This is an optimization exercise on Yosys and OpenROAD, whose aim is small area, not a production implementation. In this exercise RTL edits were held to simulation tests only and were not proved equivalent to the original. Power and IR drop assume default switching activity.

[design.v]
package dispatch_buffer_pkg;
  localparam int DB_XLEN  = 32;
  localparam int DB_AW    = 32;
  localparam int DB_TAG_W = 3;
  localparam int DB_NALU  = 2;
  localparam logic [3:0] CLS_ALU_A  = 4'b0001;
  localparam logic [3:0] CLS_ALU_B  = 4'b0010;
  localparam logic [3:0] CLS_ALU_C  = 4'b0101;
  localparam logic [3:0] CLS_ALU_D  = 4'b1101;
  localparam logic [3:0] CLS_STORE  = 4'b0011;
  localparam logic [3:0] CLS_LOAD   = 4'b1001;
  localparam logic [3:0] CLS_BRANCH = 4'b0100;
  localparam logic [1:0] KC_NOP = 2'b00;
  localparam logic [1:0] KC_ALU = 2'b01;
  localparam logic [1:0] KC_LS  = 2'b10;
  localparam logic [1:0] KC_BR  = 2'b11;
endpackage
module dispatch_wakeup #(
  parameter int TAG_W = 3,
  parameter int NWB   = 3
) (
  input  logic [TAG_W-1:0]     tag_in,
  input  logic [NWB-1:0]       wb_vld,    
  input  logic [NWB*TAG_W-1:0] wb_tag,
  output logic [NWB-1:0]       hit,       
  output logic                 any
);
  logic [NWB-1:0] m;
  always_comb begin
    for (int k = 0; k < NWB; k++)
      m[k] = wb_vld[k] && (wb_tag[k*TAG_W +: TAG_W] == tag_in);
    hit[0] = m[0];
    hit[1] = m[1] & ~m[0];
    hit[2] = m[2] & ~m[1] & ~m[0];
  end
  assign any = |m;
endmodule
import dispatch_buffer_pkg::*;
module dispatch_buffer (
  input  logic          clk,
  input  logic          rst,
  input  logic          flush,
  input  logic          in_valid,
  output logic          in_ready,
  input  logic [7:0]    in_op,
  input  logic [31:0]   in_pc,
  input  logic [31:0]   in_imm,
  input  logic [31:0]   in_datax,
  input  logic [31:0]   in_datay,
  input  logic [2:0]    in_tagx,
  input  logic [2:0]    in_tagy,
  input  logic [2:0]    in_tagw,
  input  logic [4:0]    in_addrw,
  input  logic [2:0]    wb_en,
  input  logic [8:0]    wb_tag,
  input  logic [95:0]   wb_data,
  input  logic [3:0]    unit_busy,
  output logic [3:0]    iss_en,
  output logic [3:0]    iss_op,
  output logic [31:0]   iss_pc,
  output logic [31:0]   iss_imm,
  output logic [31:0]   iss_datax,
  output logic [31:0]   iss_datay,
  output logic [2:0]    iss_tagx,
  output logic [2:0]    iss_tagy,
  output logic [2:0]    iss_tagw,
  output logic [4:0]    iss_addrw,
  output logic          ren_en,
  output logic [4:0]    ren_addr,
  output logic [2:0]    ren_tag,
  output logic [2:0]    count
);
  localparam int D  = 4;
  localparam int SW = 4 + 2 + 1 + 32 + 32 + 5;    
  logic [SW-1:0] q_s  [D];
  logic [31:0]   q_dx [D];
  logic [31:0]   q_dy [D];
  logic [2:0]    q_tx [D];
  logic [2:0]    q_ty [D];
  logic [2:0]    q_tw [D];
  logic       off;       
  logic [2:0] count_q;
  logic [2:0] wb_vld;
  for (genvar k = 0; k < 3; k++) begin : g_wbv
    assign wb_vld[k] = wb_en[k] && (wb_tag[3*k +: 3] != 3'd0);
  end
  wire [31:0] wb0 = wb_data[31:0];
  wire [31:0] wb1 = wb_data[63:32];
  wire [31:0] wb2 = wb_data[95:64];
  logic [1:0] in_kc;
  logic       in_ld, in_st;
  always_comb begin
    in_kc = KC_NOP;
    in_ld = 1'b0;
    in_st = 1'b0;
    case (in_op[7:4])
      CLS_ALU_A, CLS_ALU_B, CLS_ALU_C, CLS_ALU_D: in_kc = KC_ALU;
      CLS_LOAD:   begin in_kc = KC_LS; in_ld = 1'b1; end
      CLS_STORE:  begin in_kc = KC_LS; in_st = 1'b1; end
      CLS_BRANCH: in_kc = KC_BR;
      default: ;
    endcase
  end
  wire [SW-1:0] in_s = {in_op[3:0], in_kc, in_ld, in_pc, in_imm, in_addrw};
  logic [2:0] ihx, ihy, ihw;
  logic       iax, iay, iaw;
  dispatch_wakeup u_iwx (.tag_in(in_tagx), .wb_vld(wb_vld), .wb_tag(wb_tag), .hit(ihx), .any(iax));
  dispatch_wakeup u_iwy (.tag_in(in_tagy), .wb_vld(wb_vld), .wb_tag(wb_tag), .hit(ihy), .any(iay));
  dispatch_wakeup u_iww (.tag_in(in_tagw), .wb_vld(wb_vld), .wb_tag(wb_tag), .hit(ihw), .any(iaw));
  wire [2:0] in_tx_w = iax ? 3'd0 : in_tagx;
  wire [2:0] in_ty_w = iay ? 3'd0 : in_tagy;
  wire [2:0] in_tw_w = (iaw || in_st) ? 3'd0 : in_tagw;
  logic push;
  assign in_ready = ~count_q[2] & ~flush;
  assign push     = in_valid & in_ready;
  assign count    = count_q;
  logic [2:0] hx [D], hy [D], hw [D];
  logic       ax [D], ay [D], aw [D];
  for (genvar e = 0; e < D; e++) begin : g_wk
    dispatch_wakeup u_wx (.tag_in(q_tx[e]), .wb_vld(wb_vld), .wb_tag(wb_tag), .hit(hx[e]), .any(ax[e]));
    dispatch_wakeup u_wy (.tag_in(q_ty[e]), .wb_vld(wb_vld), .wb_tag(wb_tag), .hit(hy[e]), .any(ay[e]));
    dispatch_wakeup u_ww (.tag_in(q_tw[e]), .wb_vld(wb_vld), .wb_tag(wb_tag), .hit(hw[e]), .any(aw[e]));
  end
  for (genvar e = 0; e < D; e++) begin : g_slot
    logic pe, keep, shf;
    assign pe   = push && (count_q[1:0] == 2'(e));
    assign keep = ~pe & ~off;
    if (e < D - 1) begin : g_shift
      assign shf = ~pe & off;
    end else begin : g_last
      assign shf = 1'b0;
    end
    wire [SW-1:0] up_s  = (e < D - 1) ? q_s [(e + 1) % D] : '0;
    wire [31:0]   up_dx = (e < D - 1) ? q_dx[(e + 1) % D] : '0;
    wire [31:0]   up_dy = (e < D - 1) ? q_dy[(e + 1) % D] : '0;
    wire [2:0]    up_tx = (e < D - 1) ? q_tx[(e + 1) % D] : '0;
    wire [2:0]    up_ty = (e < D - 1) ? q_ty[(e + 1) % D] : '0;
    wire [2:0]    up_tw = (e < D - 1) ? q_tw[(e + 1) % D] : '0;
    wire [2:0]    up_hx = (e < D - 1) ? hx[(e + 1) % D] : '0;
    wire [2:0]    up_hy = (e < D - 1) ? hy[(e + 1) % D] : '0;
    wire          up_ax = (e < D - 1) ? ax[(e + 1) % D] : 1'b0;
    wire          up_ay = (e < D - 1) ? ay[(e + 1) % D] : 1'b0;
    wire          up_aw = (e < D - 1) ? aw[(e + 1) % D] : 1'b0;
    wire kx = keep & ~ax[e], ux = shf & ~up_ax;
    wire ky = keep & ~ay[e], uy = shf & ~up_ay;
    wire kw = keep & ~aw[e], uw = shf & ~up_aw;
    wire       ix = pe & ~iax, iy = pe & ~iay;
    wire [2:0] wx = ({3{pe}} & ihx) | ({3{keep}} & hx[e]) | ({3{shf}} & up_hx);
    wire [2:0] wy = ({3{pe}} & ihy) | ({3{keep}} & hy[e]) | ({3{shf}} & up_hy);
    always_ff @(posedge clk) begin
      q_s[e]  <= ({SW{pe}} & in_s) | ({SW{keep}} & q_s[e]) | ({SW{shf}} & up_s);
      q_dx[e] <= ({32{ix}} & in_datax) | ({32{kx}} & q_dx[e]) | ({32{ux}} & up_dx) |
                 ({32{wx[0]}} & wb0) | ({32{wx[1]}} & wb1) | ({32{wx[2]}} & wb2);
      q_dy[e] <= ({32{iy}} & in_datay) | ({32{ky}} & q_dy[e]) | ({32{uy}} & up_dy) |
                 ({32{wy[0]}} & wb0) | ({32{wy[1]}} & wb1) | ({32{wy[2]}} & wb2);
      q_tx[e] <= ({3{pe}} & in_tx_w) | ({3{kx}} & q_tx[e]) | ({3{ux}} & up_tx);
      q_ty[e] <= ({3{pe}} & in_ty_w) | ({3{ky}} & q_ty[e]) | ({3{uy}} & up_ty);
      q_tw[e] <= ({3{pe}} & in_tw_w) | ({3{kw}} & q_tw[e]) | ({3{uw}} & up_tw);
    end
  end
  logic [1:0] h_kc;
  logic [3:0] free_u, sel;
  logic       head_vld, do_iss, pop;
  assign h_kc     = off ? q_s[1][SW-5 -: 2] : q_s[0][SW-5 -: 2];
  assign head_vld = (count_q != 3'd0);
  assign free_u   = ~unit_busy & ~iss_en;
  always_comb begin
    sel = 4'b0000;
    case (h_kc)
      KC_ALU: begin
        sel[0] = free_u[0];
        sel[1] = ~free_u[0] & free_u[1];
      end
      KC_LS:  sel[2] = free_u[2];
      KC_BR:  sel[3] = free_u[3];
      default: ;
    endcase
  end
  assign do_iss = head_vld & ~flush & (|sel);
  assign pop    = head_vld & ~flush & ((h_kc == KC_NOP) | (|sel));
  always_ff @(posedge clk or negedge rst) begin
    if (!rst) begin
      off     <= 1'b0;
      count_q <= 3'd0;
      iss_en  <= 4'd0;
    end else begin
      iss_en <= do_iss ? sel : 4'd0;
      off    <= pop;
      if (flush) begin
        count_q <= 3'd0;
      end else begin
        case ({push, pop})
          2'b10:   count_q <= count_q + 3'd1;
          2'b01:   count_q <= count_q - 3'd1;
          default: ;
        endcase
      end
    end
  end
  logic [3:0] o_op;
  logic [1:0] o_kc;
  logic       o_ld;
  assign {o_op, o_kc, o_ld, iss_pc, iss_imm, iss_addrw} = q_s[0];
  assign iss_op    = o_op;
  assign iss_datax = q_dx[0];
  assign iss_datay = q_dy[0];
  assign iss_tagx  = q_tx[0];
  assign iss_tagy  = q_ty[0];
  assign iss_tagw  = q_tw[0];
  assign ren_en    = iss_en[0] | iss_en[1] | (iss_en[2] & o_ld);
  assign ren_addr  = iss_addrw;
  assign ren_tag   = {1'b0, iss_en[1] | iss_en[2], iss_en[0] | iss_en[2]};
endmodule
[flow/run.sh]
#!/bin/bash
# The standard layout, except that synthesis maps the logic with an area-oriented ABC
# script (flow/abc.script) in place of ORFS's delay-oriented one. Everything else, including
# the rest of synthesis (register names and cells), is ORFS's own scripts unchanged.
set -euo pipefail
W=$(pwd)
rm -rf "$W/scripts_area"
cp -r "$FLOW_HOME/scripts" "$W/scripts_area"
cp "$W/flow/abc.script" "$W/scripts_area/abc_speed.script"
sed 's#^make -C #make SCRIPTS_DIR='"$W"'/scripts_area -C #' standard.sh > standard_area.sh
grep -q 'SCRIPTS_DIR=' standard_area.sh
bash standard_area.sh synth > synth.log 2>&1
bash standard.sh > layout.log 2>&1
[flow/abc.script]
strash
dc2
dch -f
amap
[standard.sh]
#!/bin/bash
# synth_recipe.tcl (not shown) runs the flow's synth.tcl, then flattens the netlist and writes it again
# the make line also repeats each setting of config.mk as NAME=value (left out here)
make -C /OpenROAD-flow-scripts/flow DESIGN_CONFIG=/design/flow/config.mk WORK_HOME=/design/flow/orfs CLKGATE_MAP_FILE= SYNTH_SCRIPT=/design/flow/synth_recipe.tcl "${@:-finish}"
[config.mk]
export PLATFORM = sky130hd
export DESIGN_NAME = dispatch_buffer
export DESIGN_NICKNAME = dispatch_buffer
export VERILOG_FILES = /design/flow/design.v
export SDC_FILE = /design/flow/constraint.sdc
export NUM_CORES = 4
export LEC_CHECK = 0
export CAP_MARGIN = 20
export CORE_MARGIN = 2
export CORE_UTILIZATION = 40
export SLEW_MARGIN = 20
[constraint.sdc]
create_clock -name core_clock -period 5.0 [get_ports {clk}]
set_input_delay 1.0000 -clock core_clock [delete_from_list [all_inputs] [get_ports {clk}]]
set_output_delay 1.0000 -clock core_clock [all_outputs]
set_load 0.01 [all_outputs]
==> results of run 1 <==
==> stage by stage <==
stage               total power [uW]  hold WS, ns  cells
finish                         22900       0.4668   4246
global route                   23960       0.4859   4240
CTS                            22700       0.4633   4240
detailed placement             17330       0.4534   4112
global placement               16970       0.4462   4111
floorplan                      13090       0.4330   2724
==> metal layers <==
layer,track usage (%),vias up
met3,10.23,504
met5,0,-
met2,56.09,2175
li1,-,12629
met1,44.18,14407
met4,16.99,16
==> synthesized netlist by cell type, drive strengths merged <==
library cell / instances / area [um2]
o22ai: 268 / 1677
a31o: 1 / 8.760
a211oi: 14 / 105.1
conb: 1 / 3.750
a32o: 73 / 730.7
o221ai: 239 / 2093
o31ai: 3 / 22.52
o221a: 10 / 112.6
o21ai: 146 / 730.7
nand3: 3 / 15.01
nor2: 113 / 424.2
nand2: 105 / 394.1
nor4: 43 / 269.0
a221oi: 159 / 1393
nand2b: 5 / 31.28
or2: 8 / 50.05
or4: 3 / 22.52
fa: 1 / 20.02
o311ai: 1 / 8.760
a211o: 1 / 8.760
dfxtp: 596 / 11930
o32a: 1 / 10.01
nor2b: 3 / 18.77
o22a: 12 / 105.1
nand3b: 2 / 15.01
a222oi: 226 / 2262
nor4b: 1 / 8.760
dfrtp: 8 / 200.2
clkinv: 480 / 1802
nor3: 14 / 70.07
buf: 6 / 45.04
or3: 12 / 75.07
a22oi: 107 / 803.3
a21oi: 56 / 280.3
o41ai: 3 / 26.28
==> layout by cell type, fill, tap and decap left out, types with 10 or more instances in the layout <==
cell               n
nand2_1          104
clkbuf_1          15
a221oi_1         158
clkdlybuf4s50_1  427
a222oi_1         226
a32o_1            73
o21ai_0          140
a21oi_1           50
dfxtp_1          596
o221ai_1         236
a22oi_1          107
o221a_1           10
a211oi_1          14
nor4_1            40
clkbuf_8          21
clkbuf_16         71
buf_4             94
o22a_1            12
clkinv_2          13
buf_12            17
o22ai_1          268
clkinv_1         472
or3_1             12
nor2_1            94
nor2_4            17
==> registers in the layout (all words and copies together) (netlist names) <==
name,flops
off,1
q_tx,12
q_ty,12
q_tw,12
q_dx,128
iss_en,4
q_dy,128
q_s,304
count_q,3
==> layout make-up <==
cell class / instances / area [um2]
Antenna cell: 6 / 15.01
Tap cell: 855 / 1070
Clock inverter: 21 / 300.3
Timing Repair Buffer: 539 / 5348
Clock buffer: 107 / 2122
Multi-Input combinational cell: 1634 / 12150
Sequential cell: 604 / 12130
Inverter: 480 / 1814
Fill cell: 5700 / 29160
==> worst max-delay path: cells and delay by family <==
kind / cells / cell delay, ns
compound gates: 4 / 0.65
simple gates: 3 / 1.04
buf+inv: 6 / 2.23
==> power groups by stage <==
stage | sequential, uW | clock (uW) | combinational (uW)
5_1_grt | 8330 | 5600 | 10000
3_5_place_dp | 8180 | 0 | 9140
2_1_floorplan | 8000 | 0 | 5090
6_report | 8170 | 5370 | 9370
4_1_cts | 8100 | 5410 | 9180
3_3_place_gp | 8110 | 0 | 8860
==> worst paths after layout <==
path | start | endpoint | cells after the start | slack, ns
worst max-delay path | in_tagx[2] | q_dx[0][6] | 13 | 0.61
worst min-delay path | q_s[2][75] | q_s[2][75] | 2 | 0.47
worst max register to register | off | q_dx[3][6] | 9 | 0.98
worst min register to register | q_s[2][75] | q_s[2][75] | 2 | 0.47
max in group asynchronous | rst | count_q[2] | 1 | 4.03
min in group asynchronous | rst | off | 1 | 0.68
==> kinds of logic after synthesis <==
kind of cell,Yosys count
and+or+nand+nor,312
AOI/OAI and AO/OA,1320
buffers and inverters,486
adders and majority gates,1
DFF,604
other,1
==> flow_summary_export.csv, run 1 <==
group,metric,value,unit
placed_design,place_hpwl,77440,um
clocking,clock_sinks,604,
clocking,insertion_delay,0.62,ns
drt,m1WireLength,46520,um
timing,setup_tns,0,ns
placed_design,place_area,32510,um2
power_and_ir_drop,p_int,14100,uW
run,max-cap-violations,0,
logic_synthesis,syn_nets,2991,
power_and_ir_drop,p_leak,0.01217,uW
logic_synthesis,yosys.area_share.simple,5.408,%
setup_path,crit_fanout,22,
timing,maxSlewViolCount,0,
setup_path,start_kind,"input port",
placed_design,portBuffers,427,
placed_design,gp_congestion,0.9330,
power_and_ir_drop,switching_power,8800,uW
grt,antenna_found_initial,12,
layout,design_area,34950,um2
timing,slew_headroom,24.51,%
clocking,clkTransAtPathRegs,0.06,ns
layout,nNetsFinal,3596,
drt,dr.max_layer_used,"met5",
power_and_ir_drop,switching_share,38.43,%
setup_path,cp_cell_sequence,"clkdlybuf4s50_1, clkinv_1, a22oi_1, nor4_1, buf_4, clkinv_1, nand3b_1, nor2_1, clkinv_1, buf_12, o22ai_1, a221oi_1, o221ai_1",
drt,drc_errors,0,
clocking,cts_root_buf,"clkbuf_16",
floorplanning,die_w,257.8,um
power_and_ir_drop,power_density,655.2,nW/um2
drt,met2_length,54690,um
power_and_ir_drop,p_comb_share,40.9,%
drt,avgRoutedWirePerCell,28.97,um
setup_path,slowest_stage,"nor2_1",
grt,grt_pass1_wl,183900,um
status,status,"timing/DRC/antenna clean",
drt,dr.pass1.iters,10,
timing,rsz0062_at_grt,"no",
grt,grt.total_usage,35.37,%
clocking,cts_setup_buffers,0,
floorplanning,fp.dieH,257.8,um
timing,post-route-min-period,4.388,ns
logic_synthesis,synth_top_family_by_area,"compound AO/OA/AOI/OAI gates",
clocking,cts_buffers,70,
logic_synthesis,synthMuxAreaShare,0,%
timing,worst_slack,0.6117,ns
floorplanning,num_rows,93,
setup_path,critPathMaxStageDelay,0.79,ns
setup_path,cp-end-kind,"register",
timing,finalCritPeriodShare,87.77,%
grt,overflow,0,
floorplanning,die-area,66480,um2
power_and_ir_drop,vdd_ir_drop_max,0.4335,mV
grt,grt_pass1_vias,29420,
logic_synthesis,yosysUniqueCellTypes,35,
logic_synthesis,synthCells,2724,
timing,worstMarginPinSlew,1.125,ns
layout,area_growth,35.62,%
floorplanning,io_pins,429,
logic_synthesis,synth_compound_area_share,40.26,%
timing,hold_viol_final,0,
timing,max_freq,0.2279,GHz
layout,utilization,54.52,%
drt,routed_wl,123000,um
drt,routed_via_density,7.002,
drt,route.met3.wl,15300,um
logic_synthesis,ys_ff_latch,604,
logic_synthesis,synth_seq_area_share,47.07,%
setup_path,cp.required,5.53,ns
clocking,htree_num_levels,3,
setup_path,cpMostUsedCell,"clkinv_1",
power_and_ir_drop,pwr-share-clk,23.4,%
clocking,cts.path.max_buffers,3,
logic_synthesis,synthXorXnorAreaFrac,0,%
worst_hold_path,hold_path_class,"register to register",
layout,drive_gt1_share,8.213,%
power_and_ir_drop,seqPwrFrac,35.7,%
setup_path,worstPathArrival,4.92,ns
floorplanning,start_util,40.20,%
logic_synthesis,avgSynthCellArea,9.462,um2
placed_design,pre_cts_slack,0.1527,ns
drt,dr_total_vias,29731,
floorplanning,core,64120,um2
logic_synthesis,yosysWarningCount,20,
setup_path,worstSetupPathType,"input port to register",
drt,drtIter0Drc,4077,
clocking,cts_tree,"built",
timing,setup_viol,0,
drt,ant_nets,0,
timing,fin_worst_skew,0.02219,ns
grt,grt_max_degree,85,
clocking,cts_resized,0,
logic_synthesis,syn_area,25770,um2
logic_synthesis,yosys.area_share.adder,0.07767,%
clocking,hold_buffers,0,
==> inputs of run 2 (changes only) <==
==> flow/run.sh (replaced) <==
#!/bin/bash
# The standard layout with two changes:
#  - synthesis maps the logic with an area-oriented ABC script (flow/abc.script) in place of
#    ORFS's delay-oriented one; the rest of synthesis (register names and cells) is unchanged;
#  - every input and output port still gets its own buffer, but a sky130_fd_sc_hd__buf_1
#    instead of the delay cell buffer_ports picks by default.
set -euo pipefail
W=$(pwd)
rm -rf "$W/scripts_area"
cp -r "$FLOW_HOME/scripts" "$W/scripts_area"
cp "$W/flow/abc.script" "$W/scripts_area/abc_speed.script"
sed 's#^make -C #make SCRIPTS_DIR='"$W"'/scripts_area -C #' standard.sh > standard_area.sh
grep -q 'SCRIPTS_DIR=' standard_area.sh
bash standard_area.sh synth > synth.log 2>&1
export BUFFER_PORTS_ARGS="-buffer_cell sky130_fd_sc_hd__buf_1"
bash standard.sh > layout.log 2>&1
==> flow/abc.script (replaced) <==
strash
dc2
dc2
dch -f
amap -F 20 -A 20
--- a/config.mk
+++ b/config.mk
@@ -6,6 +6,9 @@
 export NUM_CORES = 4
 export LEC_CHECK = 0
-export CAP_MARGIN = 20
+export CAP_MARGIN = 0
 export CORE_MARGIN = 2
 export CORE_UTILIZATION = 40
-export SLEW_MARGIN = 20
+export CTS_BUF_LIST = sky130_fd_sc_hd__clkbuf_4 sky130_fd_sc_hd__clkbuf_8
+export CTS_CLUSTER_DIAMETER = 60
+export CTS_CLUSTER_SIZE = 18
+export SLEW_MARGIN = 0
==> run 2 against run 1 <==
Critical path depth shrank 3. Wire length shrank 4.0%. Critical endpoint is now q_dy[2][19]. Worst hold slack lost 0.25 ns. Critical path type unchanged. Final area shrank 13%. Utilization shrank 5.5 points. Via count shrank 3.4%. Flip-flop and latch count is the same. Global-route usage shrank 0.51 points. Die area shrank 3.2%. Largest power group unchanged. Final cell count shrank 7.9%.
==> flow_summary_export.csv, run 2 <==
group,metric,value,unit
floorplanning,num_rows,91,
logic_synthesis,synthMuxAreaShare,0,%
logic_synthesis,synth_most_common_cell,"a222oi_1",
drt,ant_nets,0,
power_and_ir_drop,p_leak,0.01081,uW
placed_design,gp_congestion,0.9320,
timing,worstMarginPinSlew,1.342,ns
floorplanning,io_pins,429,
clocking,clkTransAtPathRegs,0.12,ns
logic_synthesis,ys_ff_latch,604,
clocking,cts.path.max_buffers,3,
timing,finalCritPeriodShare,77.87,%
timing,max_freq,0.2568,GHz
placed_design,place_hpwl,70920,um
layout,largest_reg_flops,304,
floorplanning,fp.dieH,253.7,um
drt,drtIter0Drc,6537,
layout,max_flop_register,"q_s",
logic_synthesis,avgSynthCellArea,10.24,um2
grt,grt_pass1_vias,27747,
power_and_ir_drop,seqPwrFrac,40.7,%
setup_path,critPathMaxStageDelay,0.64,ns
logic_synthesis,yosysUniqueCellTypes,33,
logic_synthesis,synth_top_area_share,47.83,%
grt,grt.total_usage,34.87,%
setup_path,cpMostUsedCell,"a222oi_1",
logic_synthesis,synth_compound_area_share,38.71,%
logic_synthesis,yosysWarningCount,20,
timing,maxSlewViolCount,0,
setup_path,crit_end,"q_dy[2][19]",
layout,layout_common_cells,"681 x a222oi_1, 596 x dfxtp_1, 427 x buf_1, 352 x clkinv_1, 256 x nand2_1",
logic_synthesis,synthTopCellsByArea,"dfxtp_1 48%, a222oi_1 27%, clkinv_1 5.5%",
drt,dr.pass1.iters,13,
layout,design_area,30260,um2
timing,slew_headroom,10.35,%
clocking,cts_tree,"built",
logic_synthesis,synthXorXnorAreaFrac,0,%
logic_synthesis,synth_top_family_by_area,"compound AO/OA/AOI/OAI gates",
timing,hold_viol_final,0,
timing,rsz0062_at_grt,"no",
logic_synthesis,yosys.area_share.simple,6.861,%
layout,top_regs,"q_s x304, q_dx x128, q_dy x128",
timing,setup_viol,0,
grt,grt_pass1_wl,172500,um
setup_path,r2r-end,"count_q[2]",
setup_path,r2r-start,"off",
timing,fin_worst_skew,0.06170,ns
logic_synthesis,ys_async_sr_fraction,1.325,%
clocking,clock_sinks,604,
run,max-cap-violations,0,
layout,layout_commonest_cell,"a222oi_1",
clocking,cts_root_buf,"clkbuf_8",
floorplanning,start_util,40.42,%
drt,dr_total_vias,28727,
power_and_ir_drop,p_comb_share,44.2,%
drt,routed_via_density,7.345,
setup_path,worstPathArrival,4.50,ns
drt,routed_wl,118100,um
layout,nFillCells,5912,
setup_path,crit_fanout,24,
placed_design,portBuffers,427,
clocking,cts_resized,0,
grt,overflow,0,
logic_synthesis,ys_dominant_reg_cell,"dfxtp_1",
setup_path,r2r_setup_slack,1.34,ns
power_and_ir_drop,pwr-share-clk,15.1,%
logic_synthesis,synth_edf_count,0,
clocking,insertion_delay,0.73,ns
logic_synthesis,synth_common_cells,"681 x a222oi_1, 596 x dfxtp_1, 367 x clkinv_1",
grt,antenna_found_initial,32,
floorplanning,die-area,64380,um2
drt,avgRoutedWirePerCell,30.19,um
setup_path,cp.required,5.61,ns
worst_hold_path,hold_path_class,"input port to asynchronous set/reset pin",
logic_synthesis,yosys.area_share.adder,0.08025,%
power_and_ir_drop,switching_share,43.64,%
power_and_ir_drop,p_total,19920,uW
grt,grt_max_degree,75,
logic_synthesis,syn_area,24950,um2
layout,final_cells,3911,
placed_design,dp_cells,3808,
setup_path,start_kind,"input port",
setup_path,cp-end-kind,"register",
setup_path,slowest_stage,"buf_1",
logic_synthesis,synth_seq_area_share,48.63,%
clocking,hold_buffers,0,
layout,area_growth,21.29,%
setup_path,worstSetupPathType,"input port to register",
layout,nNetsFinal,3289,
timing,post-route-min-period,3.894,ns
placed_design,place_area,29180,um2
power_and_ir_drop,p_int,11230,uW
logic_synthesis,syn_nets,2703,
power_and_ir_drop,vdd_ir_drop_max,0.3623,mV
clocking,cts_buffers,49,
floorplanning,die_w,253.7,um
setup_path,cp_cell_sequence,"buf_1, buf_4, a22oi_1, nor4_1, nor3b_1, a222oi_1, clkinv_1, buf_12, a222oi_1, nand2_1",
floorplanning,core,61710,um2
power_and_ir_drop,switching_power,8694,uW
power_and_ir_drop,power_density,658.4,nW/um2
drt,drc_errors,0,
layout,drive_gt1_share,8.363,%
clocking,cts_setup_buffers,0,
logic_synthesis,synthCells,2436,
setup_path,crit_start,"wb_tag[5]",
status,status,"timing/DRC/antenna clean",
clocking,htree_num_levels,2,
logic_synthesis,synth_area_leader_cell,"dfxtp_1",
setup_path,reg2reg_depth,12,
[run 2: worst max-delay path: cells and delay by family]
kind | cells | cell delay (ns)
AND/OR/NAND/NOR | 3 | 0.88
AO/OA/AOI/OAI | 3 | 0.76
buffers and inverters | 4 | 1.85
[run 2: per-layer routing]
layer	global-route usage [%]	up-vias	routed length [um]
li1	-	11962	-
met1	44.35	13992	43000
met2	52.96	2303	52200
met4	17.56	22	5910
met5	0	-	146
met3	11.27	448	16810
[run 2: logic make-up (layout without fill, tap and decap cells)]
logic type | Yosys count | count (layout)
AOI/OAI and AO/OA | 1058 | 1058
adders and majority gates | 1 | 1
buffers and inverters | 373 | 986
DFF | 604 | 604
other | 1 | 26
and+or+nand+nor | 399 | 399
[run 2: power groups by stage]
stage	logic (uW)	clock network [uW]	registers, uW
after floorplan	4970	0	8020
after detailed placement	8570	0	8150
after global placement	8340	0	8050
final	8810	3000	8110
after global routing	9390	3230	8280
after CTS	8600	3040	8040
[run 2: through the flow]
stage / worst slack (ns) / setup TNS [ns] / utilization [%] / hold slack (ns)
floorplan: -1.767 / -427.78 / - / 0.4330
global placement: 0.5425 / 0 / 47.29 / 0.4442
detailed placement: 0.4940 / 0 / 47.29 / 0.4556
CTS: 1.234 / 0 / 48.93 / 0.1798
global route: 0.9370 / 0 / 48.99 / 0.2058
finish: 1.106 / 0 / 49.03 / 0.2175
[run 2: final cells by class]
class,count,area [um2],share of cell area [%]
Sequential cell,604,12130,40.09
Multi-Input combinational cell,1459,11710,38.70
Timing Repair Buffer,541,2897,9.573
Inverter,367,1395,4.611
Tap cell,837,1047,3.461
Clock buffer,53,704.4,2.328
Clock inverter,25,309.0,1.021
Antenna cell,25,62.56,0.2068
[run 2: worst min-delay path by stage]
stage                     depth (start not counted)           to  slack [ns]
after floorplan                                   2   q_s[2][71]        0.43
after detailed placement                          2  q_dx[2][18]        0.46
final                                             1   count_q[0]        0.22
after CTS                                         1   count_q[0]        0.18
after global routing                              1   count_q[0]        0.21
after global placement                            2  q_dy[3][17]        0.44
==> inputs of run 3 (changes only) <==
--- a/flow/run.sh
+++ b/flow/run.sh
@@ -4,5 +4,6 @@
 #    ORFS's delay-oriented one; the rest of synthesis (register names and cells) is unchanged;
 #  - every input and output port still gets its own buffer, but a sky130_fd_sc_hd__buf_1
-#    instead of the delay cell buffer_ports picks by default.
+#    instead of the delay cell buffer_ports picks by default;
+#  - clock tree synthesis uses clkbuf_4/clkbuf_8 in small clusters and adds no dummy loads.
 set -euo pipefail
 W=$(pwd)
@@ -14,3 +15,4 @@
 bash standard_area.sh synth > synth.log 2>&1
 export BUFFER_PORTS_ARGS="-buffer_cell sky130_fd_sc_hd__buf_1"
+export CTS_ARGS="-sink_clustering_enable -repair_clock_nets -dont_use_dummy_load -sink_clustering_size 14 -sink_clustering_max_diameter 50 -buf_list {sky130_fd_sc_hd__clkbuf_4 sky130_fd_sc_hd__clkbuf_8}"
 bash standard.sh > layout.log 2>&1
--- a/config.mk
+++ b/config.mk
@@ -9,6 +9,3 @@
 export CORE_MARGIN = 2
 export CORE_UTILIZATION = 40
-export CTS_BUF_LIST = sky130_fd_sc_hd__clkbuf_4 sky130_fd_sc_hd__clkbuf_8
-export CTS_CLUSTER_DIAMETER = 60
-export CTS_CLUSTER_SIZE = 18
 export SLEW_MARGIN = 0
==> run 3 against run 2 <==
Synthesized cell count unchanged. Highest routed layer unchanged. Largest power group unchanged. Register-to-register slack worse by 0.02 ns. Still clean. Worst hold slack improved by 0.058 ns. Final area decreased by 0.15%.
==> flow_summary_export.csv, run 3 <==
group,metric,value,unit
drt,drtIter0Drc,6967,
setup_path,cp-end-kind,"register",
setup_path,slowest_stage,"nor4_1",
power_and_ir_drop,switching_power,8572,uW
clocking,cts_buffers,71,
clocking,clkTransAtPathRegs,0.10,ns
timing,maxSlewViolCount,0,
layout,top_regs,"q_s x304, q_dx x128, q_dy x128",
floorplanning,die_w,253.7,um
power_and_ir_drop,p_int,11360,uW
timing,setup_viol,0,
timing,finalCritPeriodShare,79.08,%
timing,worst_slack,1.046,ns
grt,grt_pass1_wl,172800,um
logic_synthesis,yosysUniqueCellTypes,33,
timing,holdWs,0.2754,ns
floorplanning,core,61710,um2
drt,ant_nets,0,
placed_design,place_area,29180,um2
grt,overflow,0,
floorplanning,io_pins,429,
layout,layout_common_cells,"681 x a222oi_1, 596 x dfxtp_1, 427 x buf_1, 352 x clkinv_1, 256 x nand2_1",
floorplanning,num_rows,91,
power_and_ir_drop,seqPwrFrac,40.8,%
grt,grt_pass1_vias,27706,
drt,avgRoutedWirePerCell,30.42,um
layout,max_flop_register,"q_s",
timing,post-route-min-period,3.954,ns
drt,routed_via_density,7.374,
clocking,hold_buffers,0,
setup_path,worstPathArrival,4.48,ns
floorplanning,fp.dieH,253.7,um
placed_design,portBuffers,427,
grt,grt.total_usage,35.01,%
logic_synthesis,synth_seq_area_share,48.63,%
clocking,cts_setup_buffers,0,
clocking,htree_num_levels,3,
power_and_ir_drop,p_leak,0.01080,uW
power_and_ir_drop,vdd_ir_drop_max,0.3658,mV
logic_synthesis,synthTopCellsByArea,"dfxtp_1 48%, a222oi_1 27%, clkinv_1 5.5%",
timing,hold_viol_final,0,
grt,grt_max_degree,75,
worst_hold_path,hold_path_class,"input port to asynchronous set/reset pin",
setup_path,worstSetupPathType,"input port to register",
placed_design,gp_congestion,0.9320,
status,status,"timing/DRC/antenna clean",
power_and_ir_drop,pwr-share-clk,15.0,%
grt,antenna_found_initial,29,
timing,slew_headroom,9.200,%
logic_synthesis,synthCells,2436,
clocking,clock_sinks,604,
timing,setup_tns,0,ns
layout,largest_reg_flops,304,
setup_path,critPathMaxStageDelay,0.63,ns
power_and_ir_drop,switching_share,43.00,%
layout,drive_gt1_share,8.153,%
logic_synthesis,syn_area,24950,um2
drt,dr.pass1.iters,14,
clocking,cts_root_buf,"clkbuf_8",
logic_synthesis,avgSynthCellArea,10.24,um2
logic_synthesis,synth_area_leader_cell,"dfxtp_1",
setup_path,cpMostUsedCell,"a222oi_1",
timing,rsz0062_at_grt,"no",
grt,grtUsageMet2,53.35,%
logic_synthesis,synth_edf_count,0,
floorplanning,start_util,40.42,%
floorplanning,die-area,64380,um2
logic_synthesis,ys_ff_latch,604,
layout,layout_commonest_cell,"a222oi_1",
power_and_ir_drop,power_density,659.9,nW/um2
drt,drc_errors,0,
logic_synthesis,synth_most_common_cell,"a222oi_1",
drt,dr_total_vias,28757,
timing,fin_worst_skew,0.09201,ns
logic_synthesis,ys_async_sr_fraction,1.325,%
logic_synthesis,synth_top_area_share,47.83,%
layout,final_cells,3900,
clocking,cts_tree,"built",
timing,worstMarginPinSlew,1.359,ns
layout,design_area,30210,um2
setup_path,start_kind,"input port",
timing,max_freq,0.2529,GHz
grt,use_met1,44.78,%
layout,nNetsFinal,3311,
placed_design,pre_cts_slack,0.4940,ns
setup_path,cp.required,5.53,ns
power_and_ir_drop,p_comb_share,44.3,%
logic_synthesis,synth_common_cells,"681 x a222oi_1, 596 x dfxtp_1, 367 x clkinv_1",
placed_design,dp_cells,3808,
logic_synthesis,yosysWarningCount,20,
clocking,insertion_delay,0.69,ns
logic_synthesis,ys_dominant_reg_cell,"dfxtp_1",
grt,top_usage_layer,"met2",
clocking,cts.path.max_buffers,3,
layout,area_growth,21.11,%
placed_design,place_hpwl,70920,um
run,max-cap-violations,0,
drt,routed_wl,118700,um
setup_path,crit_fanout,24,
setup_path,cp_cell_sequence,"buf_1, buf_4, a22oi_1, nor4_1, nor3b_1, a222oi_1, clkinv_1, buf_12, a222oi_1, nand2_1",
grt,grt_util_met3,10.96,%
clocking,cts_resized,0,
logic_synthesis,syn_nets,2703,
-- run 3: cell counts after synthesis --
Identical to the previous run, type by type.
-- run 3: power by group through the flow --
| stage | combinational [uW] | clock [uW] | sequential [uW] |
|---|---|---|---|
| floorplan | 4970 | 0 | 8020 |
| global placement | 8340 | 0 | 8050 |
| detailed placement | 8570 | 0 | 8150 |
| CTS | 8600 | 3010 | 8050 |
| global route | 9400 | 3200 | 8300 |
| finish | 8830 | 2980 | 8120 |
-- run 3: final timing paths --
kind	depth (start not counted)	end	slack, ns	startpoint
max	10	q_dy[2][15]	1.05	wb_tag[5]
min	1	count_q[2]	0.28	rst
max reg2reg	12	count_q[2]	1.32	off
min reg2reg	2	q_dy[2][1]	0.44	q_dy[3][1]
max in group asynchronous	1	iss_en[3]	4.41	rst
min in group core_clock	2	q_dy[2][1]	0.44	q_dy[3][1]
-- run 3: stage by stage --
stage          power [uW]  util (%)
4_1_cts             19660     48.87
6_report            19940     48.96
3_5_place_dp        16710     47.29
2_1_floorplan       12990         -
3_3_place_gp        16400     47.29
5_1_grt             20900     48.93
-- run 3: worst max-delay path: cells and delay by family --
family | cells | cell delay [ns]
buffers and inverters | 4 | 1.80
AO/OA/AOI/OAI | 3 | 0.73
AND/OR/NAND/NOR | 3 | 0.92
-- run 3: routing by layer --
layer	part of all wire [%]	vias to the layer above
li1	-	11975
met1	36	13957
met2	44	2346
met3	15	455
met4	4.8	24
met5	0.13	-
-- run 3: cells by family (layout without fill, tap and decap cells) --
| logic type | count (synthesis) | count (layout) | synth area share, % |
|---|---|---|---|
| compound gates | 1058 | 1058 | 38.71 |
| flops | 604 | 604 | 48.63 |
| simple gates | 399 | 399 | 6.861 |
| buf+inv | 373 | 979 | 5.703 |
| fa+ha+maj | 1 | 1 | 0.08025 |
| other cells | 1 | 22 | 0.01503 |
-- run 3: layout make-up --
type                            instances  area [um2]
Timing Repair Buffer                  541        2897
Tap cell                              837        1047
Inverter                              367        1395
Sequential cell                       604       12130
Clock buffer                           71       977.2
Antenna cell                           21       52.55
Multi-Input combinational cell       1459       11710
Fill cell                            5918       31500
==> inputs of run 4 (changes only) <==
--- a/config.mk
+++ b/config.mk
@@ -8,4 +8,4 @@
 export CAP_MARGIN = 0
 export CORE_MARGIN = 2
-export CORE_UTILIZATION = 40
+export CORE_UTILIZATION = 50
 export SLEW_MARGIN = 0
==> run 4 against run 3 <==
Utilization grew 11 points. Worst setup slack gained 0.11 ns. Critical path depth is the same. Critical endpoint is now q_dy[1][9]. Non-clock buffer count shrank 11. Still clean. Final cell count shrank 5.1%.
==> flow_summary_export.csv, run 4 <==
group,metric,value,unit
setup_path,cp.required,5.55,ns
run,max-cap-violations,0,
logic_synthesis,synth_common_cells,"681 x a222oi_1, 596 x dfxtp_1, 367 x clkinv_1",
drt,ant_nets,0,
floorplanning,io_pins,429,
placed_design,dp_cells,3624,
setup_path,crit_fanout,32,
logic_synthesis,ys_ff_latch,604,
timing,fin_worst_skew,0.08802,ns
floorplanning,num_rows,81,
layout,drive_gt1_share,7.356,%
drt,drtIter0Drc,7608,
layout,layout_common_cells,"681 x a222oi_1, 596 x dfxtp_1, 427 x buf_1, 352 x clkinv_1, 256 x nand2_1",
timing,worst_slack,1.153,ns
timing,hold_viol_final,0,
worst_hold_path,hold_path_class,"input port to asynchronous set/reset pin",
logic_synthesis,yosysWarningCount,20,
logic_synthesis,ys_async_sr_fraction,1.325,%
power_and_ir_drop,switching_share,42.77,%
drt,routed_via_density,7.733,
floorplanning,die-area,51690,um2
power_and_ir_drop,switching_power,8249,uW
clocking,cts.path.max_buffers,3,
logic_synthesis,synthTopCellsByArea,"dfxtp_1 48%, a222oi_1 27%, clkinv_1 5.5%",
power_and_ir_drop,p_int,11040,uW
logic_synthesis,synthCells,2436,
layout,top_regs,"q_s x304, q_dx x128, q_dy x128",
setup_path,critPathMaxStageDelay,0.65,ns
logic_synthesis,synth_most_common_cell,"a222oi_1",
grt,grt.total_usage,41.20,%
placed_design,gp_congestion,0.9363,
drt,routed_wl,111900,um
timing,maxSlewViolCount,0,
layout,area_growth,18.46,%
logic_synthesis,synth_edf_count,0,
layout,nFillCells,4388,
layout,nNetsFinal,3287,
logic_synthesis,synth_top_area_share,47.83,%
grt,grt_max_degree,77,
timing,slew_headroom,9.372,%
logic_synthesis,synth_area_leader_cell,"dfxtp_1",
placed_design,place_hpwl,67840,um
power_and_ir_drop,pwr-share-clk,13.5,%
clocking,insertion_delay,0.70,ns
timing,worstMarginPinSlew,1.356,ns
status,status,"timing/DRC/antenna clean",
clocking,cts_root_buf,"clkbuf_8",
clocking,cts_tree,"built",
floorplanning,die_w,227.4,um
layout,layout_commonest_cell,"a222oi_1",
clocking,hold_buffers,0,
layout,max_flop_register,"q_s",
logic_synthesis,yosysUniqueCellTypes,33,
logic_synthesis,avgSynthCellArea,10.24,um2
power_and_ir_drop,seqPwrFrac,42.3,%
layout,design_area,29550,um2
logic_synthesis,syn_area,24950,um2
placed_design,place_area,28710,um2
timing,finalCritPeriodShare,76.95,%
power_and_ir_drop,vdd_ir_drop_max,0.3716,mV
clocking,cts_buffers,58,
clocking,clkTransAtPathRegs,0.08,ns
timing,post-route-min-period,3.847,ns
grt,antenna_found_initial,29,
layout,final_cells,3701,
setup_path,worstPathArrival,4.39,ns
logic_synthesis,synth_seq_area_share,48.63,%
grt,overflow,0,
power_and_ir_drop,p_comb_share,44.2,%
grt,grt_pass1_wl,164700,um
placed_design,pre_cts_slack,0.5606,ns
timing,max_freq,0.2599,GHz
placed_design,portBuffers,427,
setup_path,worstSetupPathType,"input port to register",
drt,drc_errors,0,
setup_path,cp-end-kind,"register",
drt,dr.pass1.iters,15,
clocking,htree_num_levels,2,
logic_synthesis,syn_nets,2703,
clocking,cts_setup_buffers,0,
setup_path,cp_cell_sequence,"buf_1, buf_4, o31ai_1, buf_4, nor4_1, nor3b_1, a222oi_1, clkinv_2, a222oi_1, nand2_1",
power_and_ir_drop,power_density,652.6,nW/um2
timing,rsz0062_at_grt,"no",
power_and_ir_drop,p_leak,0.01062,uW
grt,grt_pass1_vias,27273,
setup_path,cpLargestDelayFamily,"buffers and inverters",
logic_synthesis,ys_dominant_reg_cell,"dfxtp_1",
floorplanning,start_util,50.86,%
setup_path,start_kind,"input port",
setup_path,path_buf_inv,4,
layout,largest_reg_flops,304,
setup_path,r2r_setup_slack,1.25,ns
layout,utilization,60.24,%
drt,dr_total_vias,28619,
floorplanning,core,49050,um2
floorplanning,fp.dieH,227.4,um
clocking,clock_sinks,604,
timing,setup_viol,0,
setup_path,slowest_stage,"clkinv_2",
clocking,cts_resized,0,
drt,avgRoutedWirePerCell,30.23,um
timing,setup_tns,0,ns
[run 4: cell type report]
type,instances,area (um2),share of cell area [%]
Sequential cell,604,12130,41.05
Inverter,367,1395,4.721
Clock buffer,58,798.3,2.701
Tap cell,664,830.8,2.811
Antenna cell,19,47.55,0.1609
Timing Repair Buffer,530,2651,8.972
Multi-Input combinational cell,1459,11700,39.58
[run 4: power by group through the flow]
stage	logic [uW]	clock network [uW]	registers, uW
after floorplan	4970	0	8020
after global placement	8040	0	8070
after detailed placement	8260	0	8170
after CTS	8280	2650	8080
after global routing	9090	2810	8310
final	8520	2610	8160
[run 4: worst paths after layout]
check / cells past startpoint / from / to
min: 1 / rst / iss_en[3]
max: 10 / wb_tag[0] / q_dy[1][9]
max reg2reg: 7 / off / q_dy[1][9]
min reg2reg: 2 / q_dx[2][0] / q_dx[1][0]
min in group core_clock: 2 / q_dx[2][0] / q_dx[1][0]
max in group asynchronous: 1 / rst / iss_en[0]
[run 4: cell families after synthesis]
| family | Yosys count | synth area share, % |
|---|---|---|
| AOI/OAI and AO/OA | 1058 | 38.71 |
| DFF | 604 | 48.63 |
| and+or+nand+nor | 399 | 6.861 |
| buffers and inverters | 373 | 5.703 |
| adders and majority gates | 1 | 0.08025 |
| other | 1 | 0.01503 |
[run 4: layer usage]
metal / share of wire (%) / vias to the layer above / track usage, %
met3: 15 / 518 / 13.64
met4: 5.3 / 22 / 21.46
met5: 0.14 / - / 0
li1: - / 11907 / -
met2: 44 / 2512 / 62.83
met1: 36 / 13660 / 51.86
[run 4: stage by stage]
stage / power [uW] / hold WS (ns)
detailed placement: 16440 / 0.4585
global route: 20210 / 0.2138
CTS: 19000 / 0.1953
global placement: 16120 / 0.4457
floorplan: 12990 / 0.4330
finish: 19290 / 0.2253
==> inputs of run 5 (changes only) <==
--- a/config.mk
+++ b/config.mk
@@ -6,6 +6,6 @@
 export NUM_CORES = 4
 export LEC_CHECK = 0
-export CAP_MARGIN = 0
+export CAP_MARGIN = 10
 export CORE_MARGIN = 2
-export CORE_UTILIZATION = 50
-export SLEW_MARGIN = 0
+export CORE_UTILIZATION = 55
+export SLEW_MARGIN = 10
==> run 5 against run 4 <==
Largest cell class unchanged. Utilization increased by 4.7 points. Sequential share of layout area increased by 0.36 points. Final area decreased by 0.86%. Sequential power decreased by 0.5%. Synthesized cell count unchanged. Worst hold slack got worse by 0.018 ns.
==> flow_summary_export.csv, run 5 <==
group,metric,value,unit
floorplanning,core,45090,um2
clocking,clock_sinks,604,
drt,dr.pass1.iters,15,
layout,utilization,64.98,%
setup_path,cpMostUsedCell,"a222oi_1",
layout,drive_gt1_share,7.048,%
timing,slew_headroom,11.16,%
logic_synthesis,ys_async_sr_fraction,1.325,%
layout,max_flop_register,"q_s",
layout,nNetsFinal,3277,
logic_synthesis,yosysWarningCount,20,
floorplanning,io_pins,429,
setup_path,crit_fanout,32,
grt,grt_max_degree,79,
setup_path,cp_cell_sequence,"buf_1, buf_4, a22oi_1, nor4_1, nor3b_1, a222oi_1, clkinv_2, a222oi_1, nand2_1",
worst_hold_path,hold_path_class,"input port to asynchronous set/reset pin",
timing,post-route-min-period,4.126,ns
power_and_ir_drop,vdd_ir_drop_max,0.3625,mV
clocking,hold_buffers,0,
drt,routed_via_density,7.965,
clocking,cts_resized,0,
logic_synthesis,synth_common_cells,"681 x a222oi_1, 596 x dfxtp_1, 367 x clkinv_1",
placed_design,place_hpwl,65020,um
logic_synthesis,synthCells,2436,
clocking,cts.path.max_buffers,3,
setup_path,cpLargestDelayFamily,"buffers and inverters",
clocking,cts_root_buf,"clkbuf_8",
setup_path,r2r_setup_slack,1.20,ns
layout,layout_common_cells,"681 x a222oi_1, 596 x dfxtp_1, 427 x buf_1, 352 x clkinv_1, 256 x nand2_1",
logic_synthesis,syn_area,24950,um2
layout,top_regs,"q_s x304, q_dx x128, q_dy x128",
logic_synthesis,synthTopCellsByArea,"dfxtp_1 48%, a222oi_1 27%, clkinv_1 5.5%",
drt,ant_nets,0,
grt,grt.total_usage,44.17,%
setup_path,worstPathArrival,4.67,ns
timing,max_freq,0.2423,GHz
logic_synthesis,synth_edf_count,0,
floorplanning,start_util,55.33,%
grt,grt_pass1_vias,27863,
timing,finalCritPeriodShare,82.53,%
setup_path,worstSetupPathType,"input port to register",
clocking,clkTransAtPathRegs,0.09,ns
setup_path,reg2reg_depth,7,
layout,final_cells,3628,
setup_path,critPathMaxStageDelay,0.78,ns
timing,maxSlewViolCount,0,
setup_path,cp.required,5.55,ns
setup_path,slowest_stage,"nor4_1",
grt,grt_pass1_wl,163100,um
setup_path,cp-end-kind,"register",
clocking,cts_tree,"built",
timing,rsz0062_at_grt,"no",
timing,worstMarginPinSlew,1.320,ns
layout,largest_reg_flops,304,
drt,dr_total_vias,28898,
timing,hold_viol_final,0,
power_and_ir_drop,p_leak,0.01053,uW
timing,holdWs,0.2074,ns
floorplanning,num_rows,78,
run,max-cap-violations,0,
placed_design,dp_cells,3552,
drt,avgRoutedWirePerCell,30.30,um
logic_synthesis,ys_ff_latch,604,
logic_synthesis,synth_most_common_cell,"a222oi_1",
setup_path,path_buf_inv,3,
setup_path,start_kind,"input port",
setup_path,crit_end,"q_dx[2][11]",
setup_path,r2r-end,"q_dx[2][11]",
grt,antenna_found_initial,28,
timing,fin_worst_skew,0.05993,ns
floorplanning,die_w,217.0,um
status,status,"timing/DRC/antenna clean",
logic_synthesis,yosysUniqueCellTypes,33,
placed_design,portBuffers,427,
timing,setup_viol,0,
grt,overflow,0,
logic_synthesis,avgSynthCellArea,10.24,um2
setup_path,crit_start,"wb_tag[2]",
layout,layout_commonest_cell,"a222oi_1",
drt,drc_errors,0,
clocking,cts_buffers,55,
timing,setup_tns,0,ns
floorplanning,fp.dieH,217.0,um
drt,routed_wl,109900,um
logic_synthesis,ys_dominant_reg_cell,"dfxtp_1",
layout,area_growth,17.44,%
floorplanning,die-area,47080,um2
logic_synthesis,synth_area_leader_cell,"dfxtp_1",
clocking,cts_setup_buffers,0,
setup_path,r2r-start,"count_q[1]",
placed_design,gp_congestion,0.9456,
setup_path,crit_cells,9,
clocking,htree_num_levels,2,
drt,drtIter0Drc,7128,
power_and_ir_drop,power_density,656.4,nW/um2
clocking,insertion_delay,0.71,ns
logic_synthesis,synth_seq_area_share,48.63,%
logic_synthesis,syn_nets,2703,
logic_synthesis,synth_top_area_share,47.83,%
-- run 5: how the worst min path moves through the flow --
stage	start	to	slack (ns)	cells past startpoint
6_report	rst	count_q[1]	0.21	1
5_1_grt	rst	iss_en[3]	0.22	1
4_1_cts	rst	iss_en[3]	0.19	1
3_5_place_dp	q_dy[1][25]	q_dy[1][25]	0.45	2
2_1_floorplan	q_s[2][71]	q_s[2][71]	0.43	2
3_3_place_gp	q_s[2][75]	q_s[2][75]	0.44	2
-- run 5: cell families after synthesis --
kind of cell    after synthesis  share of synthesized area (%)
compound gates             1058                          38.71
fa+ha+maj                     1                        0.08025
buf+inv                     373                          5.703
flops                       604                          48.63
other cells                   1                        0.01503
simple gates                399                          6.861
-- run 5: report_power, final --
part	switching, uW	total (uW)	internal (uW)
clock network	1600	2580	975
registers	1290	8120	6830
logic	5400	8530	3130
-- run 5: worst reg2reg max path: cells and delay by family (launching register included) --
family | cells | cell delay (ns)
flip-flops | 1 | 0.55
AO/OA/AOI/OAI | 2 | 1.02
buffers and inverters | 2 | 1.05
AND/OR/NAND/NOR | 3 | 1.02
-- run 5: layout make-up --
type | instances | area (um2)
Clock buffer | 55 | 757.0
Tap cell | 600 | 750.7
Antenna cell | 20 | 50.05
Multi-Input combinational cell | 1459 | 11690
Inverter | 367 | 1395
Fill cell | 3808 | 15790
Timing Repair Buffer | 523 | 2524
Sequential cell | 604 | 12130
-- run 5: through the flow --
step | setup slack, ns | cell area, um2 | total power (uW)
floorplan | -1.767 | 25140 | 12990
global route | 0.7678 | 29270 | 20040
CTS | 1.125 | 29230 | 18830
finish | 0.8736 | 29300 | 19230
global placement | 0.6210 | 28470 | 16000
detailed placement | 0.4394 | 28470 | 16330
-- run 5: metal layers --
metal	GRT usage [%]	wire, um	vias up
met3	14.90	17200	634
met5	0	157	-
met4	26.80	7575	22
met1	54.18	37640	13735
met2	67.17	47350	2627
li1	-	-	11880
==> inputs of run 6 (changes only) <==
--- a/flow/run.sh
+++ b/flow/run.sh
@@ -5,5 +5,5 @@
 #  - every input and output port still gets its own buffer, but a sky130_fd_sc_hd__buf_1
 #    instead of the delay cell buffer_ports picks by default;
-#  - clock tree synthesis uses clkbuf_4/clkbuf_8 in small clusters and adds no dummy loads.
+#  - clock tree synthesis uses clkbuf_4 leaf buffers in small clusters and adds no dummy loads.
 set -euo pipefail
 W=$(pwd)
@@ -15,4 +15,4 @@
 bash standard_area.sh synth > synth.log 2>&1
 export BUFFER_PORTS_ARGS="-buffer_cell sky130_fd_sc_hd__buf_1"
-export CTS_ARGS="-sink_clustering_enable -repair_clock_nets -dont_use_dummy_load -sink_clustering_size 14 -sink_clustering_max_diameter 50 -buf_list {sky130_fd_sc_hd__clkbuf_4 sky130_fd_sc_hd__clkbuf_8}"
+export CTS_ARGS="-sink_clustering_enable -repair_clock_nets -dont_use_dummy_load -sink_clustering_size 10 -sink_clustering_max_diameter 35 -buf_list {sky130_fd_sc_hd__clkbuf_4 sky130_fd_sc_hd__clkbuf_8} -root_buf sky130_fd_sc_hd__clkbuf_8 -sink_clustering_buffer sky130_fd_sc_hd__clkbuf_4"
 bash standard.sh > layout.log 2>&1
--- a/config.mk
+++ b/config.mk
@@ -6,6 +6,6 @@
 export NUM_CORES = 4
 export LEC_CHECK = 0
-export CAP_MARGIN = 10
+export CAP_MARGIN = 0
 export CORE_MARGIN = 2
-export CORE_UTILIZATION = 55
-export SLEW_MARGIN = 10
+export CORE_UTILIZATION = 40
+export SLEW_MARGIN = 0
==> run 6 against run 5 <==
Sequential share of layout area is 1.1 points lower. Worst hold slack better by 0.044 ns. Final cell count is 8.6% higher. Flip-flop and latch count stayed put. Clock power is 9.7% higher. Register-to-register slack better by 0.14 ns. Sequential power hardly changed. Via count is 0.57% higher. Utilization is 16 points lower. Clock skew is 0.068 ns higher. Global-route usage is 9.1 points lower. Count of clock-buffer cells in the layout is 56 higher. Critical path type unchanged. Largest cell class unchanged. Largest power group unchanged.
==> flow_summary_export.csv, run 6 <==
group,metric,value,unit
status,status,"timing/DRC/antenna clean",
logic_synthesis,syn_area,24950,um2
clocking,cts_tree,"built",
clocking,hold_buffers,0,
drt,drtIter0Drc,6514,
timing,worstMarginPinSlew,1.339,ns
layout,largest_reg_flops,304,
grt,antenna_found_initial,32,
layout,nNetsFinal,3351,
timing,finalCritPeriodShare,78.58,%
drt,routed_wl,118800,um
drt,drc_errors,0,
timing,maxSlewViolCount,0,
grt,grt_pass1_wl,173300,um
grt,grt_max_degree,75,
setup_path,cpMostUsedCell,"a222oi_1",
placed_design,place_hpwl,70920,um
clocking,clkTransAtPathRegs,0.06,ns
floorplanning,fp.dieH,253.7,um
drt,ant_nets,0,
clocking,insertion_delay,0.75,ns
logic_synthesis,avgSynthCellArea,10.24,um2
floorplanning,core,61710,um2
logic_synthesis,yosysUniqueCellTypes,33,
placed_design,gp_congestion,0.9320,
timing,fin_worst_skew,0.1281,ns
drt,dr_total_vias,29064,
setup_path,cp_cell_sequence,"buf_1, buf_4, a22oi_1, nor4_1, nor3b_1, a222oi_1, clkinv_1, buf_12, a222oi_1, nand2_1",
timing,post-route-min-period,3.929,ns
grt,grt_util_met3,11.58,%
logic_synthesis,synthCells,2436,
layout,area_growth,20.74,%
logic_synthesis,synth_common_cells,"681 x a222oi_1, 596 x dfxtp_1, 367 x clkinv_1",
logic_synthesis,synth_edf_count,0,
logic_synthesis,synth_top_area_share,47.83,%
placed_design,portBuffers,427,
setup_path,worstPathArrival,4.48,ns
setup_path,crit_start,"wb_tag[5]",
setup_path,slowest_stage,"nor4_1",
logic_synthesis,synth_area_leader_cell,"dfxtp_1",
setup_path,r2r-end,"count_q[2]",
setup_path,r2r-start,"off",
layout,layout_common_cells,"681 x a222oi_1, 596 x dfxtp_1, 427 x buf_1, 352 x clkinv_1, 256 x nand2_1",
logic_synthesis,synth_seq_area_share,48.63,%
logic_synthesis,synth_most_common_cell,"a222oi_1",
clocking,cts_buffers,111,
setup_path,worstSetupPathType,"input port to register",
floorplanning,num_rows,91,
drt,routed_via_density,7.379,
timing,hold_viol_final,0,
logic_synthesis,ys_ff_latch,604,
setup_path,start_kind,"input port",
logic_synthesis,yosysWarningCount,20,
setup_path,r2r_setup_slack,1.34,ns
grt,grtUsageMet2,52.69,%
clocking,cts_setup_buffers,0,
layout,utilization,48.81,%
timing,max_freq,0.2545,GHz
clocking,clock_sinks,604,
layout,drive_gt1_share,9.345,%
floorplanning,io_pins,429,
floorplanning,start_util,40.42,%
timing,setup_viol,0,
power_and_ir_drop,vdd_ir_drop_max,0.3643,mV
grt,grt.total_usage,35.11,%
layout,top_regs,"q_s x304, q_dx x128, q_dy x128",
grt,overflow,0,
logic_synthesis,syn_nets,2703,
grt,use_met1,44.37,%
floorplanning,die-area,64380,um2
layout,layout_commonest_cell,"a222oi_1",
logic_synthesis,ys_async_sr_fraction,1.325,%
setup_path,path_buf_inv,4,
power_and_ir_drop,p_leak,0.01082,uW
grt,top_usage_layer,"met2",
setup_path,crit_fanout,24,
timing,slew_headroom,10.51,%
setup_path,cpLargestDelayFamily,"buffers and inverters",
drt,avgRoutedWirePerCell,30.17,um
layout,max_flop_register,"q_s",
clocking,cts_root_buf,"clkbuf_8",
setup_path,cp.required,5.55,ns
logic_synthesis,ys_dominant_reg_cell,"dfxtp_1",
setup_path,critPathMaxStageDelay,0.63,ns
setup_path,cp-end-kind,"register",
floorplanning,die_w,253.7,um
setup_path,reg2reg_depth,12,
placed_design,dp_cells,3808,
clocking,htree_num_levels,3,
grt,grt_pass1_vias,28139,
drt,dr.pass1.iters,14,
power_and_ir_drop,power_density,656.9,nW/um2
clocking,cts_resized,0,
worst_hold_path,hold_path_class,"input port to asynchronous set/reset pin",
layout,final_cells,3939,
timing,rsz0062_at_grt,"no",
run,max-cap-violations,0,
logic_synthesis,synthTopCellsByArea,"dfxtp_1 48%, a222oi_1 27%, clkinv_1 5.5%",
clocking,cts.path.max_buffers,3,
[run 6: cell counts after synthesis]
Identical to the previous run, type by type.
[run 6: stage by stage]
stage / setup TNS (ns) / hold WS [ns] / power [uW] / setup WS, ns / cell area (um2)
after floorplan: -427.78 / 0.4330 / 12990 / -1.767 / 25140
after global placement: 0 / 0.4442 / 16400 / 0.5425 / 29180
after detailed placement: 0 / 0.4556 / 16710 / 0.4940 / 29180
after CTS: 0 / 0.2217 / 19520 / 1.206 / 30070
after global routing: 0 / 0.2443 / 20770 / 0.8917 / 30110
final: 0 / 0.2517 / 19790 / 1.071 / 30120
[run 6: kinds of logic (layout without fill, tap and decap cells)]
group / after synthesis / in the layout / synth area share (%)
compound gates: 1058 / 1058 / 38.71
flops: 604 / 604 / 48.63
simple gates: 399 / 399 / 6.861
buf+inv: 373 / 1019 / 5.703
fa+ha+maj: 1 / 1 / 0.08025
other cells: 1 / 21 / 0.01503
[run 6: area by class of cell]
cell class                 count  area, um2
inverter                     367       1395
timing repair buffer         541       2897
fill                        5952      31590
tap                          837       1047
antenna                       20      50.05
clock buffer                 111      889.6
multi-input combinational   1459      11710
sequential                   604      12130
[run 6: how the worst max path moves through the flow]
stage,to,slack [ns],cells after the start
2_1_floorplan,q_dy[3][14],-1.77,7
3_3_place_gp,q_dy[2][18],0.54,10
3_5_place_dp,q_dy[2][1],0.49,10
4_1_cts,q_dy[2][22],1.21,10
5_1_grt,q_dy[2][22],0.89,10
6_report,q_dy[2][22],1.07,10
[run 6: power by group]
group          internal (uW)  switching, uW
clock                   1100           1730
combinational           3270           5570
sequential              6830           1290
[run 6: per-layer routing]
metal | part of all wire [%] | up-vias | wire, um
met5 | 0.11 | - | 133
li1 | - | 12088 | -
met2 | 44 | 2438 | 51870
met4 | 5.5 | 24 | 6561
met1 | 36 | 14003 | 42590
met3 | 15 | 511 | 17690
==> inputs of run 7 (changes only) <==
--- a/config.mk
+++ b/config.mk
@@ -8,4 +8,4 @@
 export CAP_MARGIN = 0
 export CORE_MARGIN = 2
-export CORE_UTILIZATION = 40
+export CORE_UTILIZATION = 50
 export SLEW_MARGIN = 0
==> run 7 against run 6 <==
First-iteration DRC count rose by 11%. Clock power is 6% lower. Area after synthesis unchanged. Final cell count decreased by 4.9%. Still clean on timing, DRC and antenna. Worst hold slack worse by 0.045 ns. Fmax rose by 1.7%. Final area fell by 1.8%. Critical path depth fell by 1. Largest power group unchanged. Highest routed layer unchanged. Power shrank 2.3%.
==> flow_summary_export.csv, run 7 <==
group,metric,value,unit
placed_design,dp_cells,3624,
clocking,cts_resized,0,
layout,nNetsFinal,3330,
grt,grt_max_degree,77,
layout,largest_reg_flops,304,
status,status,"timing/DRC/antenna clean",
floorplanning,num_rows,81,
layout,top_regs,"q_s x304, q_dx x128, q_dy x128",
placed_design,place_hpwl,67840,um
layout,max_flop_register,"q_s",
setup_path,cp_cell_sequence,"buf_1, buf_4, o31ai_1, buf_4, nor4_1, clkinv_1, o21ai_4, a222oi_1, nand2_1",
drt,dr_total_vias,28865,
placed_design,place_area,28710,um2
logic_synthesis,synthTopCellsByArea,"dfxtp_1 48%, a222oi_1 27%, clkinv_1 5.5%",
logic_synthesis,synth_area_leader_cell,"dfxtp_1",
worst_hold_path,hold_path_class,"input port to asynchronous set/reset pin",
setup_path,r2r_setup_slack,1.22,ns
layout,utilization,60.28,%
logic_synthesis,ys_dominant_reg_cell,"dfxtp_1",
grt,overflow,0,
run,max-cap-violations,0,
floorplanning,die-area,51690,um2
floorplanning,core,49050,um2
logic_synthesis,syn_nets,2703,
drt,ant_nets,0,
setup_path,start_kind,"input port",
setup_path,r2r-end,"q_dy[1][9]",
logic_synthesis,synth_top_area_share,47.83,%
timing,worst_slack,1.135,ns
power_and_ir_drop,p_leak,0.01069,uW
setup_path,crit_fanout,32,
clocking,clock_sinks,604,
setup_path,worstSetupPathType,"input port to register",
setup_path,cp-end-kind,"register",
floorplanning,fp.dieH,227.4,um
clocking,cts.path.max_buffers,3,
timing,rsz0062_at_grt,"no",
drt,dr.pass1.iters,15,
logic_synthesis,synth_seq_area_share,48.63,%
layout,area_growth,18.53,%
logic_synthesis,syn_area,24950,um2
logic_synthesis,synth_most_common_cell,"a222oi_1",
logic_synthesis,avgSynthCellArea,10.24,um2
layout,layout_commonest_cell,"a222oi_1",
layout,drive_gt1_share,8.657,%
timing,maxSlewViolCount,0,
power_and_ir_drop,power_density,654.1,nW/um2
floorplanning,start_util,50.86,%
layout,design_area,29570,um2
layout,final_cells,3745,
clocking,insertion_delay,0.71,ns
setup_path,r2r-start,"off",
setup_path,cp.required,5.59,ns
logic_synthesis,synth_edf_count,0,
grt,grt_pass1_vias,27583,
setup_path,crit_start,"wb_tag[0]",
clocking,clkTransAtPathRegs,0.10,ns
clocking,htree_num_levels,3,
timing,worstMarginPinSlew,1.338,ns
setup_path,critPathMaxStageDelay,1.12,ns
timing,setup_viol,0,
logic_synthesis,synth_common_cells,"681 x a222oi_1, 596 x dfxtp_1, 367 x clkinv_1",
drt,routed_via_density,7.708,
logic_synthesis,yosysUniqueCellTypes,33,
floorplanning,io_pins,429,
setup_path,worstPathArrival,4.45,ns
layout,layout_common_cells,"681 x a222oi_1, 596 x dfxtp_1, 427 x buf_1, 352 x clkinv_1, 256 x nand2_1",
clocking,cts_root_buf,"clkbuf_8",
grt,antenna_found_initial,32,
placed_design,gp_congestion,0.9363,
timing,fin_worst_skew,0.09193,ns
logic_synthesis,synthCells,2436,
timing,post-route-min-period,3.865,ns
power_and_ir_drop,p_total,19340,uW
grt,grt.total_usage,41.62,%
grt,grt_pass1_wl,165900,um
logic_synthesis,ys_ff_latch,604,
logic_synthesis,yosysWarningCount,20,
power_and_ir_drop,vdd_ir_drop_max,0.3590,mV
timing,hold_viol_final,0,
setup_path,reg2reg_depth,7,
drt,drc_errors,0,
logic_synthesis,ys_async_sr_fraction,1.325,%
clocking,cts_buffers,101,
clocking,cts_tree,"built",
timing,max_freq,0.2587,GHz
timing,slew_headroom,10.59,%
clocking,cts_setup_buffers,0,
setup_path,cpMostUsedCell,"buf_4",
placed_design,pre_cts_slack,0.5606,ns
clocking,hold_buffers,0,
floorplanning,die_w,227.4,um
setup_path,slowest_stage,"o21ai_4",
placed_design,portBuffers,427,
drt,routed_wl,112300,um
drt,avgRoutedWirePerCell,29.99,um
drt,drtIter0Drc,7206,
timing,finalCritPeriodShare,77.30,%
==> run 7: per-stage QoR <==
| step | hold slack, ns | setup TNS, ns |
|---|---|---|
| 2_1_floorplan | 0.4330 | -427.78 |
| 3_3_place_gp | 0.4457 | 0 |
| 3_5_place_dp | 0.4585 | 0 |
| 4_1_cts | 0.1817 | 0 |
| 5_1_grt | 0.1960 | 0 |
| 6_report | 0.2068 | 0 |
==> run 7: power by group <==
part           internal [uW]  switching (uW)  total [uW]
Combinational           3180            5340        8520
Sequential              6830            1320        8150
Clock                   1010            1660        2670
==> run 7: worst max path at each step <==
stage	end	slack (ns)	cells past startpoint
floorplan	q_dy[3][14]	-1.77	7
detailed placement	q_dy[1][17]	0.56	10
finish	q_dy[0][13]	1.13	9
global route	q_dy[1][14]	0.88	10
global placement	q_dy[0][13]	0.67	9
CTS	q_dy[1][26]	1.27	10
==> run 7: critical path: cells and delay by family <==
family,cells,cell delay (ns)
AOI/OAI and AO/OA,3,1.56
buffers and inverters,4,1.16
and+or+nand+nor,2,0.69
==> run 7: logic make-up after synthesis <==
| kind of cell | count (synthesis) | share of synthesized area (%) |
|---|---|---|
| other | 1 | 0.01503 |
| flip-flops | 604 | 48.63 |
| AO/OA/AOI/OAI | 1058 | 38.71 |
| buffers and inverters | 373 | 5.703 |
| adder cells (fa/ha/maj) | 1 | 0.08025 |
| AND/OR/NAND/NOR | 399 | 6.861 |
==> run 7: metal layers <==
layer / share of wire [%] / global-route usage (%) / vias up
met4: 5.8 / 23.36 / 22
met3: 15 / 15.53 / 566
li1: - / - / 12028
met2: 43 / 62.73 / 2514
met1: 36 / 51.23 / 13735
met5: 0.13 / 0.2846 / -
==> run 7: cell type report <==
cell class,instances,area [um2]
Tap cell,664,830.8
Inverter,367,1395
Clock buffer,101,814.5
Fill cell,4378,19480
Antenna cell,20,50.05
Multi-Input combinational cell,1459,11700
Sequential cell,604,12130
Timing Repair Buffer,530,2651

-- what the ideal ports hide --
No port has a modelled driver above. Below, the same layouts with a new extraction and two added sets of constraints. Step 1 assumes that a clkbuf_16 drives the clock port and a buf_2 every other input. Step 2 also shifts input and output timing later by t, the mid clock arrival at the registers, as if the neighbouring blocks saw the same clock. Slacks: ideal ports / drivers / drivers and shift; pairs: ideal ports / drivers.
run | t, ns | setup WS [ns] | worst register clock-pin slew, ns | pins driven straight from the clock port
run 1 | 0.676 | 0.612 / 0.631 / -0.045 | 0.06 / 0.06 | 1
run 2 | 0.751 | 1.106 / 1.138 / 0.387 | 0.12 / 0.12 | 1
run 3 | 0.709 | 1.046 / 1.079 / 0.370 | 0.10 / 0.10 | 1
run 4 | 0.719 | 1.153 / 1.193 / 0.474 | 0.10 / 0.10 | 1
run 5 | 0.741 | 0.874 / 0.902 / 0.161 | 0.10 / 0.10 | 1
run 6 | 0.737 | 1.071 / 1.103 / 0.366 | 0.11 / 0.11 | 1
run 7 | 0.733 | 1.135 / 1.174 / 0.441 | 0.11 / 0.11 | 1
Met with ideal ports but missed after step 2: setup timing in run 1. The setup slack of run 2, which loses most, moves by +0.032 ns with the drivers and by -0.719 ns with both steps.
